Context: an optimization exercise on an open-source flow, tuned for small area, a short achievable clock period and few clock cycles per item. The choices shown serve that exercise and are no tape-out recipe. Function was checked by simulation only, so behaviour that the tests miss may differ from the original.

==> v17 <==
==> flow/design.v (excerpt) <==
module die_temperature_average
#(
    parameter int MAX_WINDOW   = 32,
    parameter int READING_BITS = 12
) (
    input  wire logic                                  aclk,
    input  wire logic                                  aresetn,
    input  wire logic [((2*READING_BITS+7)/8)*8-1:0]   s_tdata,
    input  wire logic                                  s_tuser,
    input  wire logic                                  s_tvalid,
    output logic                                       s_tready,
    output logic [15:0]                                m_tdata,
    output logic                                       m_tuser,
    output logic                                       m_tvalid,
    input  wire logic                                  m_tready,
    input  wire logic                                  psel,
    input  wire logic                                  penable,
    input  wire logic                                  pwrite,
    input  wire logic [3:0]                            paddr,
    input  wire logic [31:0]                           pwdata,
    output logic [31:0]                                prdata,
    output logic                                       pready
);
Settings: LEC_CHECK=0, ABC_AREA=1, CAP_MARGIN=20, CORE_MARGIN=2, CORE_UTILIZATION=40, CTS_CLUSTER_DIAMETER=100, CTS_CLUSTER_SIZE=30, SETUP_SLACK_MARGIN=2.0, SLEW_MARGIN=20, TNS_END_PERCENT=0; clock period 6.0 ns.
run.sh (not shown) runs the stock make flow with config.mk's settings and CLKGATE_MAP_FILE= SYNTH_SCRIPT=/design/flow/synth_recipe.tcl, a recipe that flattens the netlist after the stock synthesis.
==> inputs of v12, as changes to v17 <==
--- a/flow/design.v
+++ b/flow/design.v
@@ -351,14 +351,13 @@
     logic [5:0]         fill_reg;     
     logic [7:0]         fill3_reg;    
     logic [5:0]         hw_reg;       
     logic signed [20:0] sum_reg;      
     logic [3:0]         wk_reg;       
     logic [5:0]         wk_lim;       
-    logic [5:0]         lim_fw;       
-    logic [5:0]         lim_new;      
+    logic [5:0]         lim_fw;
     logic               wk_acc;       
     logic        g_v;
     logic        g_err;
     logic [15:0] g_smp;
     logic [15:0] g_es;
     logic [15:0] g_ef;
@@ -388,13 +387,12 @@
     assign fill3_new = inc ? fill3_reg + 8'd3 : win3_reg;
     assign hw_new    = ({1'b0, slot_reg} == hw_reg) ? hw_reg + 6'd1 : hw_reg;
     assign nx_slot   = upd_g ? ws_new : slot_reg;
     assign nx_fill   = upd_g ? fill_new : fill_reg;
     assign nx_hw     = upd_g ? hw_new : hw_reg;
     assign lim_fw    = (fill_reg < win_reg) ? fill_reg : win_reg;
-    assign lim_new   = (fill_reg < win_new) ? fill_reg : win_new;
     assign wk_lim    = (lim_fw < hw_reg) ? lim_fw : hw_reg;
     assign wk_i0     = {1'b0, wk_reg, 1'b0};
     assign wk_i1     = {1'b0, wk_reg, 1'b1};
     assign ra_a      = walking ? wk_i0[4:0] : nx_slot;
     assign ra_b      = walking ? wk_i1[4:0] : nx_fill[4:0];
     dta_ram #(
@@ -442,25 +440,23 @@
             walking   <= 1'b0;
             wk_acc    <= 1'b0;
             wk_reg    <= '0;
         end else begin
             wk_acc <= walking;
             if (cfg_write && (paddr[3:2] == REG_WINDOW_LENGTH)) begin
-                wk_acc   <= 1'b0;
-                wk_reg   <= '0;
-                slot_reg <= ({1'b0, ws_reg} < win_new) ? ws_reg : 5'd0;
-                if ((lim_new != lim_fw) || walking || wk_acc) begin
-                    walking <= 1'b1;
-                    sum_reg <= '0;
-                end
+                wk_acc  <= 1'b0;
+                walking <= 1'b1;
+                wk_reg  <= '0;
+                sum_reg <= '0;
             end else if (walking || wk_acc) begin
                 if (wk_acc) begin
                     sum_reg <= sum_reg + 21'($signed(g_es)) + 21'($signed(g_ef));
                 end
                 if (walking) begin
                     wk_reg   <= wk_reg + 4'd1;
+                    slot_reg <= ({1'b0, ws_reg} < win_reg) ? ws_reg : 5'd0;
                     if ((wk_i0 + 6'd2) >= wk_lim) begin
                         walking <= 1'b0;
                     end
                 end
             end else if (upd) begin
                 ws_reg    <= ws_new;
CTS_CLUSTER_DIAMETER = unset   (was 100)
CTS_CLUSTER_SIZE = unset   (was 30)
==> inputs of v14, as changes to v17 <==
--- a/flow/design.v
+++ b/flow/design.v
@@ -164,12 +164,13 @@
 );
     localparam int RB = READING_BITS;
     logic          filter_on_reg;
     logic [5:0]    window_length_reg;
     logic [RB-1:0] ref_cal_reg;
     logic [19:0]   cal165_reg;     
+    logic [21:0]   cal495_reg;     
     logic [5:0]    win_reg;        
     logic [7:0]    win3_reg;       
     logic          dofilt_reg;     
     logic          cfg_write;
     logic [5:0]    wl_new;
     logic [5:0]    win_new;
@@ -205,12 +206,13 @@
                 default: ;
             endcase
         end
     end
     always_ff @(posedge aclk) begin
         cal165_reg <= 20'(ref_cal_reg) * 20'd165;
+        cal495_reg <= 22'(ref_cal_reg) * 22'd495;
     end
     always_comb begin
         case (paddr[3:2])
             REG_FILTER_ON:     prdata = {31'd0, filter_on_reg};
             REG_WINDOW_LENGTH: prdata = {26'd0, window_length_reg};
             REG_REFERENCE_CAL: prdata = 32'(ref_cal_reg);
@@ -223,102 +225,103 @@
     logic f_v;
     logic m_valid_reg;
     assign adv      = !m_valid_reg || m_tready;
     assign en       = adv && !(walking && f_v);
     assign s_tready = en;
     logic          a_v;
-    logic [RB-1:0] a_s;
+    logic [RB/2-1:0] a_s1;         
+    logic [RB/2-1:0] a_s2;         
+    logic [RB/2-1:0] a_s3;         
     logic [RB-1:0] a_r;
     logic          a_err;
     always_ff @(posedge aclk) begin
         if (!aresetn)  a_v <= 1'b0;
         else if (en)   a_v <= s_tvalid;
     end
     always_ff @(posedge aclk) begin
         if (en) begin
             a_r   <= s_tdata[RB-1:0];
-            a_s   <= s_tdata[2*RB-1:RB];
+            for (int i = 0; i < RB / 2; i++) begin
+                a_s1[i] <= (s_tdata[RB+2*i+1 -: 2] == 2'd1);
+                a_s2[i] <= (s_tdata[RB+2*i+1 -: 2] == 2'd2);
+                a_s3[i] <= (s_tdata[RB+2*i+1 -: 2] == 2'd3);
+            end
             a_err <= s_tuser || (s_tdata[RB-1:0] == '0);
         end
     end
+    logic [31:0] b_pc;
+    always_comb begin
+        logic [21:0] pp;
+        b_pc = 32'd0;
+        for (int i = 0; i < RB / 2; i++) begin
+            pp = ({22{a_s1[i]}} & {2'b00, cal165_reg})
+               | ({22{a_s2[i]}} & {1'b0, cal165_reg, 1'b0})
+               | ({22{a_s3[i]}} & cal495_reg);
+            b_pc = b_pc + (32'(pp) << (2 * i));
+        end
+    end
     logic          b1_v;
-    logic [25:0]   b1_pl;
-    logic [25:0]   b1_ph;
+    logic [31:0]   b1_p;
     logic [RB-1:0] b1_r;
     logic          b1_err;
     always_ff @(posedge aclk) begin
         if (!aresetn)  b1_v <= 1'b0;
         else if (en)   b1_v <= a_v;
     end
     always_ff @(posedge aclk) begin
         if (en) begin
-            b1_pl  <= 26'(a_s[5:0]) * 26'(cal165_reg);
-            b1_ph  <= 26'(a_s[11:6]) * 26'(cal165_reg);
+            b1_p   <= b_pc;
             b1_r   <= a_r;
             b1_err <= a_err;
         end
     end
     logic [31:0]   b_p;
-    logic [12:0]   b_s1;
-    assign b_p  = 32'(b1_pl) + {b1_ph, 6'd0};
-    assign b_s1 = {1'b0, b_p[16:5]} + {1'b0, b_p[4:0], 7'd0};
-    logic          b2_v;
-    logic [26:0]   b2_a0;
-    logic          b2_c1;
-    logic [11:0]   b2_r1;
-    logic [RB-1:0] b2_r;
-    logic          b2_err;
-    always_ff @(posedge aclk) begin
-        if (!aresetn)  b2_v <= 1'b0;
-        else if (en)   b2_v <= b1_v;
-    end
-    always_ff @(posedge aclk) begin
-        if (en) begin
-            b2_a0  <= b_p[31:5];
-            b2_c1  <= b_s1[12];
-            b2_r1  <= b_s1[11:0];
-            b2_r   <= b1_r;
-            b2_err <= b1_err;
+    logic [26:0]   b_base;
+    logic [15:0]   b_z;
+    assign b_p    = b1_p;
+    assign b_base = b_p[31:5] + 27'(b_p[31:17]);
+    assign b_z    = 16'(b_p[31:17]) + 16'(b_p[16:5]) + {4'd0, b_p[4:0], 7'd0};
+    logic [2:0] b_k;
+    always_comb begin
+        b_k = 3'd0;
+        for (int j = 1; j <= 7; j++) begin
+            if (b_z >= 16'(4095 * j)) b_k = 3'(j);
         end
     end
-    logic [14:0] y_A1;
-    logic [15:0] y_x2;
-    logic [15:0] y_k2s;
-    assign y_A1  = b2_a0[26:12];
-    assign y_x2  = {1'b0, y_A1} + 16'(b2_c1) + {4'd0, b2_r1};
-    assign y_k2s = y_x2 + {12'd0, y_x2[15:12]} + 16'd1;
-    logic [26:0] y_base;
-    assign y_base = b2_a0 + 27'(y_A1);
     logic          d1_v;
-    logic [26:0]   d1_base;
+    logic [26:0]   d1_base;        
     logic [12:0]   d1_bhi1;        
-    logic [3:0]    d1_k;
+    logic          d1_b1s;         
+    logic [2:0]    d1_k;
     logic [RB-1:0] d1_r;
     logic          d1_err;
     always_ff @(posedge aclk) begin
         if (!aresetn)  d1_v <= 1'b0;
-        else if (en)   d1_v <= b2_v;
+        else if (en)   d1_v <= b1_v;
     end
     always_ff @(posedge aclk) begin
         if (en) begin
-            d1_base <= y_base;
-            d1_bhi1 <= y_base[26:14] + 13'd1;
-            d1_k    <= 4'(b2_c1) + y_k2s[15:12];
-            d1_r    <= b2_r;
-            d1_err  <= b2_err;
+            d1_base <= b_base;
+            d1_bhi1 <= b_base[26:14] + 13'd1;
+            d1_b1s  <= &b_base[13:3];
+            d1_k    <= b_k;
+            d1_r    <= b1_r;
+            d1_err  <= b1_err;
         end
     end
     logic [26:0]   d_y;
     logic          q_v;
     logic [15:0]   q_q;
     logic [RB-1:0] q_rem;
     logic [1:0]    q_p;
     logic [RB+1:0] d_r3;
-    logic [14:0] d_ylo;
-    assign d_ylo = {1'b0, d1_base[13:0]} + 15'(d1_k);
-    assign d_y   = {(d_ylo[14] ? d1_bhi1 : d1_base[26:14]), d_ylo[13:0]};
+    logic [3:0]  d_klo;
+    logic        d_c14;
+    assign d_klo = {1'b0, d1_base[2:0]} + {1'b0, d1_k};
+    assign d_c14 = d1_b1s && d_klo[3];
+    assign d_y   = {(d_c14 ? d1_bhi1 : d1_base[26:14]), d1_base[13:0] + 14'(d1_k)};
     assign d_r3 = {2'b00, d1_r} + {1'b0, d1_r, 1'b0};
     dta_div #(
         .NR        (8),
         .DW        (RB),
         .PW        (2),
         .REG_AFTER (8'b0101_0101)
@@ -346,22 +349,26 @@
     assign f_q   = q_q;
     logic [15:0] f_smp;
     assign f_smp = (f_ovf || (f_q >= Q_SAT)) ? TEMP_SAT : (f_q - TEMP_OFFSET);
     logic [4:0]         ws_reg;       
     logic [4:0]         slot_reg;     
     logic [5:0]         fill_reg;     
+    logic [4:0]         slot_nx_reg;  
+    logic [5:0]         fill_nx_reg;  
+    logic               wfix;         
     logic [7:0]         fill3_reg;    
     logic [5:0]         hw_reg;       
     logic signed [20:0] sum_reg;      
     logic [3:0]         wk_reg;       
     logic [5:0]         wk_lim;       
     logic [5:0]         lim_fw;       
     logic [5:0]         lim_new;      
     logic               wk_acc;       
     logic        g_v;
     logic        g_err;
+    logic        g_upd;        
     logic [15:0] g_smp;
     logic [15:0] g_es;
     logic [15:0] g_ef;
     logic        upd_g;
     logic        upd;
     logic        inc;
@@ -370,29 +377,34 @@
     logic [5:0]  fill_new;
     logic [7:0]  fill3_new;
     logic [5:0]  hw_new;
     logic [4:0]  nx_slot;
     logic [5:0]  nx_fill;
     logic [5:0]  nx_hw;
+    logic [5:0]  nx2_inc;
+    logic [4:0]  nx2_slot;
+    logic [5:0]  nx2_fill;
     logic [4:0]  ra_a;
     logic [4:0]  ra_b;
     logic [15:0] rd_a;
     logic [15:0] rd_b;
     logic [5:0]  wk_i0;
     logic [5:0]  wk_i1;
-    assign upd_g     = g_v && !g_err && dofilt_reg;
     assign upd       = en && upd_g;
     assign slot_inc  = {1'b0, slot_reg} + 6'd1;
     assign ws_new    = (slot_inc == win_reg) ? 5'd0 : slot_inc[4:0];
     assign inc       = fill_reg < win_reg;
     assign fill_new  = inc ? fill_reg + 6'd1 : win_reg;
     assign fill3_new = inc ? fill3_reg + 8'd3 : win3_reg;
     assign hw_new    = ({1'b0, slot_reg} == hw_reg) ? hw_reg + 6'd1 : hw_reg;
-    assign nx_slot   = upd_g ? ws_new : slot_reg;
-    assign nx_fill   = upd_g ? fill_new : fill_reg;
+    assign nx_slot   = upd_g ? slot_nx_reg : slot_reg;
+    assign nx_fill   = upd_g ? fill_nx_reg : fill_reg;
     assign nx_hw     = upd_g ? hw_new : hw_reg;
+    assign nx2_inc   = {1'b0, slot_nx_reg} + 6'd1;
+    assign nx2_slot  = (nx2_inc == win_reg) ? 5'd0 : nx2_inc[4:0];
+    assign nx2_fill  = (fill_nx_reg < win_reg) ? fill_nx_reg + 6'd1 : win_reg;
     assign lim_fw    = (fill_reg < win_reg) ? fill_reg : win_reg;
     assign lim_new   = (fill_reg < win_new) ? fill_reg : win_new;
     assign wk_lim    = (lim_fw < hw_reg) ? lim_fw : hw_reg;
     assign wk_i0     = {1'b0, wk_reg, 1'b0};
     assign wk_i1     = {1'b0, wk_reg, 1'b1};
     assign ra_a      = walking ? wk_i0[4:0] : nx_slot;
@@ -408,15 +420,21 @@
         .raddr_a (ra_a),
         .rdata_a (rd_a),
         .raddr_b (ra_b),
         .rdata_b (rd_b)
     );
     always_ff @(posedge aclk) begin
-        if (!aresetn)  g_v <= 1'b0;
-        else if (en)   g_v <= f_v;
+        if (!aresetn) begin
+            g_v   <= 1'b0;
+            g_upd <= 1'b0;
+        end else if (en) begin
+            g_v   <= f_v;
+            g_upd <= f_v && !f_err && dofilt_reg;
+        end
     end
+    assign upd_g = g_upd;
     always_ff @(posedge aclk) begin
         if (en) begin
             g_err <= f_err;
             g_smp <= f_smp;
         end
     end
@@ -430,23 +448,31 @@
         end
     end
     logic signed [20:0] sum_new;
     assign sum_new = sum_reg + 21'($signed(g_smp)) + 21'($signed(g_ef)) - 21'($signed(g_es));
     always_ff @(posedge aclk) begin
         if (!aresetn) begin
-            ws_reg    <= '0;
-            slot_reg  <= '0;
-            fill_reg  <= '0;
+            ws_reg      <= '0;
+            slot_reg    <= '0;
+            fill_reg    <= '0;
+            slot_nx_reg <= 5'd1;
+            fill_nx_reg <= 6'd1;
+            wfix        <= 1'b0;
             fill3_reg <= '0;
             hw_reg    <= '0;
             sum_reg   <= '0;
             walking   <= 1'b0;
             wk_acc    <= 1'b0;
             wk_reg    <= '0;
         end else begin
             wk_acc <= walking;
+            wfix   <= cfg_write && (paddr[3:2] == REG_WINDOW_LENGTH);
+            if (wfix) begin
+                slot_nx_reg <= ws_new;
+                fill_nx_reg <= fill_new;
+            end
             if (cfg_write && (paddr[3:2] == REG_WINDOW_LENGTH)) begin
                 wk_acc   <= 1'b0;
                 wk_reg   <= '0;
                 slot_reg <= ({1'b0, ws_reg} < win_new) ? ws_reg : 5'd0;
                 if ((lim_new != lim_fw) || walking || wk_acc) begin
                     walking <= 1'b1;
@@ -460,15 +486,17 @@
                     wk_reg   <= wk_reg + 4'd1;
                     if ((wk_i0 + 6'd2) >= wk_lim) begin
                         walking <= 1'b0;
                     end
                 end
             end else if (upd) begin
-                ws_reg    <= ws_new;
-                slot_reg  <= ws_new;
-                fill_reg  <= fill_new;
+                ws_reg      <= slot_nx_reg;
+                slot_reg    <= slot_nx_reg;
+                fill_reg    <= fill_nx_reg;
+                slot_nx_reg <= nx2_slot;
+                fill_nx_reg <= nx2_fill;
                 fill3_reg <= fill3_new;
                 hw_reg    <= hw_new;
                 sum_reg   <= sum_new;
             end
         end
     end
@@ -487,13 +515,13 @@
             if (g_err) begin
                 h_sum   <= 21'($signed(TEMP_ERROR));
                 h_fill  <= 6'd1;
                 h_fill3 <= 8'd3;
             end else if (dofilt_reg) begin
                 h_sum   <= sum_new;
-                h_fill  <= fill_new;
+                h_fill  <= fill_nx_reg;
                 h_fill3 <= fill3_new;
             end else begin
                 h_sum   <= 21'($signed(g_smp));
                 h_fill  <= 6'd1;
                 h_fill3 <= 8'd3;
             end
CTS_CLUSTER_SIZE = 24   (was 30)
PLACE_DENSITY = 0.7   (was unset)
SETUP_SLACK_MARGIN = 2.5   (was 2.0)
==> inputs of v20, as changes to v17 <==
CORE_UTILIZATION = 60   (was 40)
CTS_CLUSTER_DIAMETER = unset   (was 100)
CTS_CLUSTER_SIZE = unset   (was 30)
==> results.toml <==
[placement]
placed_cell_area_um2 = 93400
place.gp.congestion = 0.939

[global_route]
grt_pass1_wl_mm = 395

[routing]
routed-wl-met2_mm = 116
routed_via_density = 5.47

[cts]
clock_latency_ns = 0.74

[logic_synthesis]
synth-seq-cells = 1234
syn_avg_cell_area_um2 = 8.49

[outcome]
status = "timing/DRC/antenna clean"

[final_layout]
final_cells = 13800
clkbuf_count = 86

[critical_path]
worstSetupEndpoint = "u_cdiv.g_row[6].g_reg.rem_r[4]$_DFFE_PP_"
Source of the figures above: v14

==> results.toml <==
[outcome]
status = "timing/DRC/antenna clean"

[logic_synthesis]
synth-seq-cells = 1262
synth.area.top_cells = "edfxtp_1 (37%), ha_1 (10%), nand2_1 (10%)"

[cts]
numCtsBuffers = 142
h-tree-depth = 4

[placement]
placed_cell_area_um2 = 94000
place.gp.congestion = 0.935

[final_layout]
fill_cells = 12000
clkbuf_count = 174
final_cells = 13000
buffer_area_share_pct = 4.13
seq_cells = 1262

[routing]
wl_per_cell_um = 20.8
routed_via_density = 5.95

[critical_path]
path_delay_family = "simple AND/OR/NAND/NOR gates"
worstSetupEndpoint = "u_cdiv.g_row[4].g_reg.rem_r[0]$_DFFE_PP_"
Source of the figures above: v20

==> results.toml <==
[outcome]
status = "timing/DRC/antenna clean"

[global_route]
grt_max_degree = 180
grt_pass1_wl_mm = 424

[logic_synthesis]
synthArstFlopShare_pct = 0
syn_avg_cell_area_um2 = 8.54
synth-seq-cells = 1262
ys_types = 80
synth_commonest_cells = "nand2_1 (2426), inv_1 (1420), nand3_1 (1407)"

[routing]
routed_via_density = 5.49
routed-wl-met2_mm = 127

[final_layout]
clkbuf_count = 76
final_cells = 13800

[cts]
clock_latency_ns = 0.78

[placement]
place.gp.congestion = 0.930
placed_cell_area_um2 = 95200
Source of the figures above: v17

==> results.toml <==
[outcome]
status = "timing/DRC/antenna clean"

[final_layout]
buffer_area_share_pct = 4.44
finish.instance_area_um2 = 104000
final_cells = 13800
clkbuf_count = 179
post-route-util_pct = 46.7

[logic_synthesis]
synth-seq-cells = 1262
syn_avg_cell_area_um2 = 8.60

[global_route]
grt_pass1_wl_mm = 426

[placement]
place.gp.congestion = 0.918
placed_cell_area_um2 = 93900

[routing]
routed-wl-met2_mm = 126

[cts]
clock_latency_ns = 0.83

[critical_path]
worstSetupEndpoint = "g_es[6]$_DFFE_PP_"
reg2reg_depth = 18

[sta]
fin_crit_sh_pct = 73.7
Source of the figures above: v12

Testbench counts of v17, summed over its fixed seeds: cycles 1,824, items 1,280.
Testbench counts of v12, summed over its fixed seeds: cycles 1,830, items 1,280.
Testbench counts of v14, summed over its fixed seeds: cycles 1,792, items 1,280.
Testbench counts of v20, summed over its fixed seeds: cycles 1,824, items 1,280.

## port drivers added, routing unchanged
The flow's constraints put no driver on any port. The routed layouts listed below were extracted and timed again, unchanged, in two steps.
Step 1 (the two cells are an assumption about what drives the block):
set clk [get_ports {aclk}]
set_driving_cell -lib_cell sky130_fd_sc_hd__clkbuf_16 $clk
set_driving_cell -lib_cell sky130_fd_sc_hd__buf_2 [delete_from_list [all_inputs] $clk]
Step 2 moves the port delays by t, midway between the first and last clock arrival at a register: inputs arrive t later, outputs are due t later. That takes back most of the time a late clock gives input paths.
a / b / c = no drivers / after step 1 / after step 2; a / b = the first two.
| run | t, ns | setup slack, ns | hold WS [ns] |
|---|---|---|---|
| v17 | 0.839 | 1.452 / 1.452 / 0.916 | 0.424 / 0.424 / 0.424 |
| v12 | 0.908 | 1.581 / 1.581 / 1.581 | 0.387 / 0.387 / 0.387 |
| v14 | 0.803 | 1.623 / 1.623 / 1.081 | 0.417 / 0.417 / 0.417 |
| v20 | 0.877 | 1.452 / 1.452 / 1.116 | 0.400 / 0.400 / 0.400 |
After both steps every run listed still meets setup and hold. The setup slack of v14, which loses most, moves by 0.000 ns with the drivers and by -0.542 ns with both steps.
